What follows belongs to an exercise in optimizing a design on an open flow for small area; a production flow would make more cautious choices.
Function was checked by simulation only, so behaviour that the tests miss may differ from the original.
No activity file was given, so power comes from the tool's default toggle rates.

==> module bullet_bank, before the edit <==
module bullet_bank (
    input  logic                                   clk,
    input  logic                                   rstn,
    input  logic                                   restart,
    input  logic                                   fire_req,
    input  logic                                   step,
    input  shooter_pkg::lane_t                     lane,
    input  logic [shooter_pkg::NUM_SLOTS-1:0]      bullet_kill,
    output logic [shooter_pkg::NUM_SLOTS-1:0]      alive,
    output logic [shooter_pkg::NUM_SLOTS-1:0][2:0]                     b_lane,
    output logic [shooter_pkg::NUM_SLOTS-1:0][7:0]                      b_y
);
    localparam int N = shooter_pkg::NUM_SLOTS;
    logic [N-1:0] load;
    logic [N-1:0] leaving;
    logic [N-1:0][7:0] y_next;
    always_comb begin
        for (int i = 0; i < N; i++) begin
            logic c;
            c = step;
            for (int k = 0; k < 8; k++) begin
                y_next[i][k] = b_y[i][k] ^ c;
                c            = c & b_y[i][k];
            end
        end
    end
    always_comb begin
        for (int i = 0; i < N; i++) begin
            load[i] = fire_req && !alive[i];
            for (int j = 0; j < i; j++) begin
                if (!alive[j]) load[i] = 1'b0;
            end
        end
    end
    always_comb begin
        for (int i = 0; i < N; i++) begin
            leaving[i] = b_y[i][7] && b_y[i][6] && b_y[i][3];
        end
    end
    always_ff @(posedge clk) begin
        if (!rstn || restart) begin
            alive <= '0;
        end else begin
            alive <= (alive & ~bullet_kill & ~({N{step}} & leaving)) | load;
        end
    end
    always_ff @(posedge clk) begin
        for (int i = 0; i < N; i++) begin
            if (load[i]) begin
                b_y[i]    <= shooter_pkg::BULLET_START_Y;
                b_lane[i] <= lane;
            end else begin
                b_y[i]    <= y_next[i];
            end
        end
    end
endmodule
==> module enemy_bank, before the edit <==
module enemy_bank (
    input  logic                                   clk,
    input  logic                                   rstn,
    input  logic                                   restart,
    input  logic                                   step,
    input  logic                                   spawn_en,
    input  shooter_pkg::lane_t                     spawn_lane,
    input  logic [shooter_pkg::NUM_SLOTS-1:0]      enemy_kill,
    output logic [shooter_pkg::NUM_SLOTS-1:0]      alive,
    output logic [shooter_pkg::NUM_SLOTS-1:0][2:0]                     e_lane,
    output logic [shooter_pkg::NUM_SLOTS-1:0][7:0]                      e_y,
    output logic                                   spawn_taken
);
    localparam int N = shooter_pkg::NUM_SLOTS;
    logic [N-1:0] load;
    logic [N-1:0][7:0] y_next;
    always_comb begin
        for (int i = 0; i < N; i++) begin
            logic c;
            c = step;
            for (int k = 0; k < 8; k++) begin
                y_next[i][k] = e_y[i][k] ^ c;
                c            = c & ~e_y[i][k];
            end
        end
    end
    always_comb begin
        for (int i = 0; i < N; i++) begin
            load[i] = spawn_en && !alive[i];
            for (int j = 0; j < i; j++) begin
                if (!alive[j]) load[i] = 1'b0;
            end
        end
    end
    assign spawn_taken = spawn_en && !(&alive);
    always_ff @(posedge clk) begin
        if (!rstn || restart) begin
            alive <= '0;
        end else begin
            alive <= (alive & ~enemy_kill) | load;
        end
    end
    always_ff @(posedge clk) begin
        for (int i = 0; i < N; i++) begin
            if (load[i]) begin
                e_y[i]    <= shooter_pkg::FIELD_H;
                e_lane[i] <= spawn_lane;
            end else begin
                e_y[i]    <= y_next[i];
            end
        end
    end
endmodule
==> module collision_unit, before the edit <==
module collision_unit (
    input  logic                                   clk,
    input  logic                                   rstn,
    input  logic                                   restart,
    input  logic                                   checking,
    input  shooter_pkg::lane_t                     p_lane,
    input  logic [shooter_pkg::NUM_SLOTS-1:0]      b_alive,
    input  logic [shooter_pkg::NUM_SLOTS-1:0][2:0]                     b_lane,
    input  logic [shooter_pkg::NUM_SLOTS-1:0][7:0]                      b_y,
    input  logic [shooter_pkg::NUM_SLOTS-1:0]      e_alive,
    input  logic [shooter_pkg::NUM_SLOTS-1:0][2:0]                     e_lane,
    input  logic [shooter_pkg::NUM_SLOTS-1:0][7:0]                      e_y,
    output logic [shooter_pkg::NUM_SLOTS-1:0]      bullet_kill,
    output logic [shooter_pkg::NUM_SLOTS-1:0]      enemy_kill,
    output logic                                   player_hit,
    output shooter_pkg::score_t                    score
);
    localparam int N = shooter_pkg::NUM_SLOTS;
    logic [N-1:0] hit_bullet;
    logic [N-1:0] hit_enemy;
    logic [N-1:0] crash_enemy;
    logic [2:0]   hit_cnt;
    logic [N-1:0] b_at40;
    logic [N-1:0] e_low;
    logic [N-1:0] e_at11;
    logic [N-1:0][7:0] b_top;
    logic [N-1:0][N-1:0] ov;
    function automatic logic le8(input logic [7:0] a, input logic [7:0] b);
        logic c;
        c = 1'b1;
        for (int i = 0; i < 8; i++) begin
            c = (~a[i] & b[i]) | ((~a[i] | b[i]) & c);
        end
        le8 = c;
    endfunction
    always_comb begin
        for (int b = 0; b < N; b++) begin
            b_at40[b] = (b_y[b] == 8'd40);
            b_top[b]  = 8'(shooter_pkg::add10({2'b00, b_y[b]}, 10'd14, 1'b0));
        end
        for (int e = 0; e < N; e++) begin
            e_low[e]  = (e_y[e][7:4] == 4'd0) && !(e_y[e][3] && e_y[e][2]);
            e_at11[e] = (e_y[e] == 8'd11);
        end
        for (int b = 0; b < N; b++) begin
            for (int e = 0; e < N; e++) begin
                ov[b][e] = b_alive[b] && e_alive[e] && (b_lane[b] == e_lane[e]) &&
                           le8(e_y[e], b_top[b]) && (!e_low[e] || (e_at11[e] && b_at40[b]));
            end
        end
    end
    always_comb begin
        logic [N-1:0] avail, m, pick, seen;
        avail = '1;
        for (int b = 0; b < N; b++) begin
            m    = ov[b] & avail;
            seen = '0;
            for (int e = 0; e < N; e++) begin
                pick[e] = m[e] & ~|seen;
                seen[e] = m[e];
            end
            hit_bullet[b] = |m;
            avail = avail & ~pick;
        end
        hit_enemy = ~avail;
        begin
            logic s1, c1, s2, c2;
            s1 = hit_bullet[0] ^ hit_bullet[1] ^ hit_bullet[2];
            c1 = (hit_bullet[0] & hit_bullet[1]) | (hit_bullet[2] & (hit_bullet[0] ^ hit_bullet[1]));
            s2 = s1 ^ hit_bullet[3] ^ hit_bullet[4];
            c2 = (s1 & hit_bullet[3]) | (hit_bullet[4] & (s1 ^ hit_bullet[3]));
            hit_cnt = {c1 & c2, c1 ^ c2, s2};
        end
        for (int e = 0; e < N; e++) begin
            crash_enemy[e] = e_alive[e] && (e_y[e] == 8'd0 ||
                             (e_lane[e] == p_lane && e_y[e][7:5] == 3'd0 && !(&e_y[e][4:1])));
        end
    end
    assign bullet_kill = checking ? hit_bullet : '0;
    assign enemy_kill  = checking ? (hit_enemy | crash_enemy) : '0;
    assign player_hit  = checking && (|crash_enemy);
    always_ff @(posedge clk) begin
        if (!rstn || restart) begin
            score <= '0;
        end else if (checking) begin
            score <= shooter_pkg::add10(score, {7'd0, hit_cnt}, 1'b0);
        end
    end
endmodule
export LEC_CHECK = 0
export ABC_AREA = 1
export CAP_MARGIN = 20
export CORE_MARGIN = 2
export CORE_UTILIZATION = 40
export GPL_TIMING_DRIVEN = 0
export SLEW_MARGIN = 20
create_clock -name core_clock -period 25.0 [get_ports {clk}]
standard.sh (not shown) runs the stock make flow with config.mk's settings and CLKGATE_MAP_FILE= SYNTH_SCRIPT=/design/flow/synth_recipe.tcl, a recipe that flattens the netlist after the stock synthesis.
==> flow/flow/run.sh <==
#!/bin/bash
# The standard layout with these changes:
#  - synthesis maps the logic with flow/area.abc (an area-oriented ABC script, without the
#    delay-driven buffering and upsizing of ORFS's default script), and extracts only full
#    adders before it (half adders are left to ABC); everything else in synthesis,
#    including the register mapping, is the standard flow's own synth_recipe.tcl
#  - the port buffers are made from the smallest buffer cell (every input and output port
#    still gets its own buffer)
#  - clock tree synthesis adds no dummy load cells at the tree's leaves
#  - floorplan keeps synthesis's single tie cell per constant value instead of giving each
#    constant output port a tie cell of its own
#  - floorplan removes the buffers synthesis left (placement is not timing-driven here, so
#    global placement does not remove them); the 25 ns clock leaves ample slack
# make's output goes to flow_make.log here; each ORFS step keeps its own log under orfs/logs/.
set -euo pipefail
here=$(pwd)
{
  echo 'proc abc {args} {'
  echo '  set i [lsearch $args -script]'
  echo "  if {\$i >= 0} { lset args [expr {\$i + 1}] {$here/flow/area.abc} }"
  echo '  yosys abc {*}$args'
  echo '}'
  echo 'proc extract_fa {args} { yosys extract_fa -fa {*}$args }'
  cat synth_recipe.tcl
} > area_synth.tcl
sed "s#SYNTH_SCRIPT=[^ ]*synth_recipe.tcl#SYNTH_SCRIPT=$here/area_synth.tcl#" standard.sh > area_standard.sh
grep -q "SYNTH_SCRIPT=$here/area_synth.tcl" area_standard.sh
export BUFFER_PORTS_ARGS="-buffer_cell sky130_fd_sc_hd__buf_1"
export SKIP_REPAIR_TIE_FANOUT=1
export REMOVE_ABC_BUFFERS=1
export CTS_ARGS="-sink_clustering_enable -repair_clock_nets -dont_use_dummy_load -sink_clustering_size 20 -buf_list sky130_fd_sc_hd__clkbuf_8"
bash area_standard.sh > flow_make.log 2>&1
==> flow/flow/area.abc <==
strash
&get -n
&deepsyn -T 60
&put
dch
amap
topo
Rerun with:
--- a/flow/design.v
+++ b/flow/design.v
@@ -206,9 +206,9 @@
     always_ff @(posedge clk) begin
         for (int i = 0; i < N; i++) begin
-            if (load[i]) begin
+            if (alive[i]) begin
+                b_y[i]    <= y_next[i];
+            end else begin
                 b_y[i]    <= shooter_pkg::BULLET_START_Y;
                 b_lane[i] <= lane;
-            end else begin
-                b_y[i]    <= y_next[i];
             end
         end
@@ -260,9 +260,9 @@
     always_ff @(posedge clk) begin
         for (int i = 0; i < N; i++) begin
-            if (load[i]) begin
+            if (alive[i]) begin
+                e_y[i]    <= y_next[i];
+            end else begin
                 e_y[i]    <= shooter_pkg::FIELD_H;
                 e_lane[i] <= spawn_lane;
-            end else begin
-                e_y[i]    <= y_next[i];
             end
         end
@@ -337,8 +337,8 @@
         begin
             logic s1, c1, s2, c2;
-            s1 = hit_bullet[0] ^ hit_bullet[1] ^ hit_bullet[2];
-            c1 = (hit_bullet[0] & hit_bullet[1]) | (hit_bullet[2] & (hit_bullet[0] ^ hit_bullet[1]));
-            s2 = s1 ^ hit_bullet[3] ^ hit_bullet[4];
-            c2 = (s1 & hit_bullet[3]) | (hit_bullet[4] & (s1 ^ hit_bullet[3]));
+            s1 = bullet_kill[0] ^ bullet_kill[1] ^ bullet_kill[2];
+            c1 = (bullet_kill[0] & bullet_kill[1]) | (bullet_kill[2] & (bullet_kill[0] ^ bullet_kill[1]));
+            s2 = s1 ^ bullet_kill[3] ^ bullet_kill[4];
+            c2 = (s1 & bullet_kill[3]) | (bullet_kill[4] & (s1 ^ bullet_kill[3]));
             hit_cnt = {c1 & c2, c1 ^ c2, s2};
         end
@@ -354,5 +354,5 @@
         if (!rstn || restart) begin
             score <= '0;
-        end else if (checking) begin
+        end else begin
             score <= shooter_pkg::add10(score, {7'd0, hit_cnt}, 1'b0);
         end
Result: The new run finished with timing, DRC and antenna clean; worst setup slack is worse by 1.3 ns; global-route usage falls by 0.64 points; area after synthesis is lower by 1.0%; routed wire length fell by 3.5%; clock power increases by about 4%; maximum frequency drops by 15%; power fell by 44%.

-- what the ideal ports hide --
Ports are ideal in the flow. The routed layouts listed here were re-timed in OpenROAD. Step 1 sets driving cells, clkbuf_16 on the clock port and buf_2 on the other inputs (assumed; they add their load-dependent delay and slew). Step 2 adds t to the input delays and takes it off the output delays; t is the mean of the earliest and latest rising clock arrival at the registers after step 1. Input paths then give back, and output paths get back, about the clock's delay inside the block. Three values: ideal, step 1, step 2; two values: the first two.
| run | t (ns) | setup WS [ns] | worst setup path at the end | worst slew at a driven data input, ns |
|---|---|---|---|---|
| the first run | 0.522 | 17.530 / 17.530 / 17.175 | input to register | 0.03 |
| the second run | 0.515 | 16.216 / 16.216 / 16.216 | register to register | 0.03 |
After both steps setup and hold are still met in every run listed. For the first run, which loses most, drivers alone change the setup slack by 0.000 ns; drivers and shift together by -0.355 ns.
